From an optimization exercise on the open Yosys and OpenROAD flow, aimed at small area, a short achievable clock period and few clock cycles per item; shortcuts taken in it are not production practice.
RTL that was checked went through simulation tests only; none was proved equivalent to the original.

Design wide_add_pipe, start of the top module:
module wide_add_pipe #(
  parameter int WIDTH  = 256,
  parameter int LANE_W = 64,
  parameter int EN_W   = 8,
  parameter int CNT_W  = 16
) (
  input  logic             clk,
  input  logic             rst,
  input  logic             in_valid,
  output logic             in_ready,
  input  logic [WIDTH-1:0] op1,
  input  logic [WIDTH-1:0] op2,
  input  logic             sub,
  input  logic [EN_W-1:0]  en1,
  input  logic [EN_W-1:0]  en2,
  output logic             out_valid,
  input  logic             out_ready,
  output logic [WIDTH-1:0] res,
  output logic             carry_out,
  output logic [CNT_W-1:0] drop_cnt
);
For scale: roughly 330 flip-flops, roughly 810 I/O pins.
Settings: LEC_CHECK=0, CAP_MARGIN=20, CORE_MARGIN=2, CORE_UTILIZATION=40, SLEW_MARGIN=20; clock period 4.2 ns.
standard.sh (not shown) runs the stock make flow with config.mk's settings and CLKGATE_MAP_FILE= SYNTH_SCRIPT=/design/flow/synth_recipe.tcl, a recipe that flattens the netlist after the stock synthesis.
==> flow/flow/run.sh <==
#!/bin/bash
# Layout flow: the standard ORFS flow (standard.sh, including its
# standard synthesis), with plain buffers instead of ORFS's default
# delay-buffer cell for the port buffers that global placement inserts.
# Every input and output port still gets its own buffer.
set -euo pipefail
export BUFFER_PORTS_ARGS="-buffer_cell sky130_fd_sc_hd__buf_1"
bash standard.sh "BUFFER_PORTS_ARGS=$BUFFER_PORTS_ARGS" finish > flow_standard.log 2>&1
Change:
- SETUP_SLACK_MARGIN: unset -> 0.8
Effect:
- The new run finished clean
- global-route usage climbs by 0.62 points
- design area goes up by a few percent
- fmax is higher by about a fifth
- core utilization came out higher by 2.0 points
- wire length is higher by a few percent
Change:
- ABC_AREA: unset -> 1
- SETUP_SLACK_MARGIN: 0.8 -> unset
=> The new run passed the timing, design-rule and antenna checks. Design area grows by 0.55%. Clock skew grows by 0.0064 ns. Final cell count grows by 18%.
Function was not checked in any run of this note: the RTL went through the layout flow alone.

* * *

The RTL this note starts from:
==> flow/design.v <==
`timescale 1ns/1ps
package wide_add_pkg;
  localparam logic ADD = 1'b0;
  localparam logic SUB = 1'b1;
endpackage
`timescale 1ns/1ps
module wide_add_lane #(
  parameter int BLK_W = 8
) (
  input  logic [BLK_W-1:0] a,
  input  logic [BLK_W-1:0] b,
  input  logic             cin,
  output logic [BLK_W-1:0] sum,
  output logic             gen,
  output logic             prop
);
  assign {gen, sum} = {1'b0, a} + {1'b0, b} + {{BLK_W{1'b0}}, cin};
  assign prop       = &(a ^ b);
endmodule
`timescale 1ns/1ps
module wide_add_pipe #(
  parameter int WIDTH  = 256,
  parameter int LANE_W = 64,
  parameter int EN_W   = 8,
  parameter int CNT_W  = 16
) (
  input  logic             clk,
  input  logic             rst,
  input  logic             in_valid,
  output logic             in_ready,
  input  logic [WIDTH-1:0] op1,
  input  logic [WIDTH-1:0] op2,
  input  logic             sub,
  input  logic [EN_W-1:0]  en1,
  input  logic [EN_W-1:0]  en2,
  output logic             out_valid,
  input  logic             out_ready,
  output logic [WIDTH-1:0] res,
  output logic             carry_out,
  output logic [CNT_W-1:0] drop_cnt
);
  localparam int BLK_W = 8;                 
  localparam int SUP_W = 128;                
  localparam int NS    = WIDTH / SUP_W;     
  localparam int M     = SUP_W / BLK_W;     
  localparam int LVM   = (M > 16) ? 5 : (M > 8) ? 4 : (M > 4) ? 3 : (M > 2) ? 2 : 1;
  logic             advance;
  logic             gate;
  logic             is_sub;
  logic [WIDTH-1:0] b_in;
  assign gate = &(en1 ^ en2);
  assign advance  = !out_valid || out_ready;
  assign in_ready = advance;
  assign is_sub = (sub == wide_add_pkg::SUB);
  assign b_in   = op2 ^ {WIDTH{is_sub}};
  logic valid_q;
  always_ff @(posedge clk) begin
    if (rst) begin
      valid_q <= 1'b0;
    end else if (advance) begin
      valid_q <= in_valid && gate;
    end
  end
  logic [NS-1:0] sg_q;    
  logic [NS-1:0] sp_q;    
  logic [NS:0]   sc;      
  for (genvar s = 0; s < NS; s++) begin : g_sup
    logic [SUP_W-1:0] bsum;
    logic [M-1:0]     bg;
    logic [M-1:0]     bp;
    for (genvar m = 0; m < M; m++) begin : g_blk
      localparam int LO = s * SUP_W + m * BLK_W;
      logic [BLK_W-1:0] a;
      logic [BLK_W-1:0] b;
      logic [BLK_W-1:0] sm;
      logic             ci;
      logic             g;
      logic             p;
      assign a  = op1[LO +: BLK_W];
      assign b  = b_in[LO +: BLK_W];
      assign ci = (LO == 0) ? is_sub : 1'b0;
      wide_add_lane #(.BLK_W(BLK_W)) u_lane (
        .a    (a),
        .b    (b),
        .cin  (ci),
        .sum  (sm),
        .gen  (g),
        .prop (p)
      );
      assign bsum[m*BLK_W +: BLK_W] = sm;
      assign bg[m] = g;
      assign bp[m] = (LO == 0) ? 1'b0 : p;
    end
    logic [M-1:0] pg [LVM+1];
    logic [M-1:0] pp [LVM+1];
    assign pg[0] = bg;
    assign pp[0] = bp;
    for (genvar l = 0; l < LVM; l++) begin : g_lvl
      for (genvar m = 0; m < M; m++) begin : g_node
        if (((m >> l) & 1) == 1) begin : g_comb
          localparam int J = ((m >> l) << l) - 1;
          assign pg[l+1][m] = pg[l][m] | (pp[l][m] & pg[l][J]);
          assign pp[l+1][m] = pp[l][m] & pp[l][J];
        end else begin : g_pass
          assign pg[l+1][m] = pg[l][m];
          assign pp[l+1][m] = pp[l][m];
        end
      end
    end
    logic [SUP_W-1:0] sum_q;
    logic [M-1:1]     cyl_q;    
    logic [M-1:1]     ppl_q;    
    logic             sg_r;
    logic             sp_r;
    always_ff @(posedge clk) begin
      if (advance) begin
        sum_q   <= bsum;
        cyl_q   <= pg[LVM][M-2:0];
        ppl_q   <= pp[LVM][M-2:0];
        sg_r    <= pg[LVM][M-1];
        sp_r    <= pp[LVM][M-1];
      end
    end
    assign sg_q[s] = sg_r;
    assign sp_q[s] = sp_r;
    for (genvar m = 0; m < M; m++) begin : g_inc
      localparam int LO = s * SUP_W + m * BLK_W;
      logic [BLK_W-1:0] sm;
      logic [BLK_W-1:0] low_ones;
      logic             cin;
      assign sm = sum_q[m*BLK_W +: BLK_W];
      if (m == 0) begin : g_first
        assign cin = sc[s];
      end else begin : g_rest
        assign cin = cyl_q[m] | (ppl_q[m] & sc[s]);
      end
      assign low_ones[0] = 1'b1;
      for (genvar i = 1; i < BLK_W; i++) begin : g_bit
        assign low_ones[i] = &sm[i-1:0];
      end
      assign res[LO +: BLK_W] = sm ^ (low_ones & {BLK_W{cin}});
    end
  end
  assign sc[0] = 1'b0;
  for (genvar s = 0; s < NS; s++) begin : g_sc
    assign sc[s+1] = sg_q[s] | (sp_q[s] & sc[s]);
  end
  assign out_valid = valid_q;
  assign carry_out = sc[NS];
  logic             drop_inc;
  logic [CNT_W-1:0] cnt_ones;
  assign drop_inc    = in_valid && in_ready && !gate && !(&drop_cnt);
  assign cnt_ones[0] = 1'b1;
  for (genvar i = 1; i < CNT_W; i++) begin : g_ones
    assign cnt_ones[i] = &drop_cnt[i-1:0];
  end
  always_ff @(posedge clk) begin
    if (rst) begin
      drop_cnt <= '0;
    end else if (drop_inc) begin
      drop_cnt <= drop_cnt ^ cnt_ones;
    end
  end
endmodule
export LEC_CHECK = 0
export CAP_MARGIN = 20
export CORE_MARGIN = 2
export CORE_UTILIZATION = 40
export CTS_BUF_LIST = sky130_fd_sc_hd__clkbuf_8 sky130_fd_sc_hd__clkbuf_4
export MIN_ROUTING_LAYER = met2
export SETUP_SLACK_MARGIN = 0.8
export SLEW_MARGIN = 20
create_clock -name core_clock -period 4.2 [get_ports {clk}]
Scripts as last shown in full above: flow/flow/run.sh
The baseline went through all stages and came out clean.
Testbench counts at the start, summed over its fixed seeds: cycles 2,403, items 2,400.
Rerun with:
- CORE_UTILIZATION: 40 -> 55
- CTS_BUF_LIST: sky130_fd_sc_hd__clkbuf_8 sky130_fd_sc_hd__clkbuf_4 -> not set
- MIN_ROUTING_LAYER: met2 -> not set
The changed run aborted during 3_2_place_iop on PPL-0024.
Synthesized cell count is unchanged.
Synthesized area does not change.

## afterwards: timing with drivers on the ports
In the flow no input, the clock included, has a driving cell. The finished layouts below were timed again as built, in two steps.
Step 1: set_driving_cell puts a clkbuf_16 on clk and a buf_2 on each other input, an assumption about the parent block.
Step 2 adds t to the input delays and takes it off the output delays; t is the mean of the earliest and latest rising clock arrival at the registers after step 1. Input paths then give back, and output paths get back, about the clock's delay inside the block.
Slacks: no drivers / after step 1 / after step 2; pairs: no drivers / after step 1.
run	t, ns	setup WS [ns]	worst data-port slew with drivers (ns)	pins driven straight from the clock port
the first run of note 1	0.609	0.259 / 0.197 / 0.066	0.20	1
the second run of note 1	0.615	0.745 / 0.682 / 0.210	0.14	1
the third run of note 1	0.637	0.372 / 0.307 / 0.465	0.15	1
the first run of note 2	0.705	0.801 / 0.730 / 0.081	0.24	1
After both steps every run listed still meets setup and hold. For the first run of note 2, which loses most, drivers alone change the setup slack by -0.071 ns; drivers and shift together by -0.720 ns.
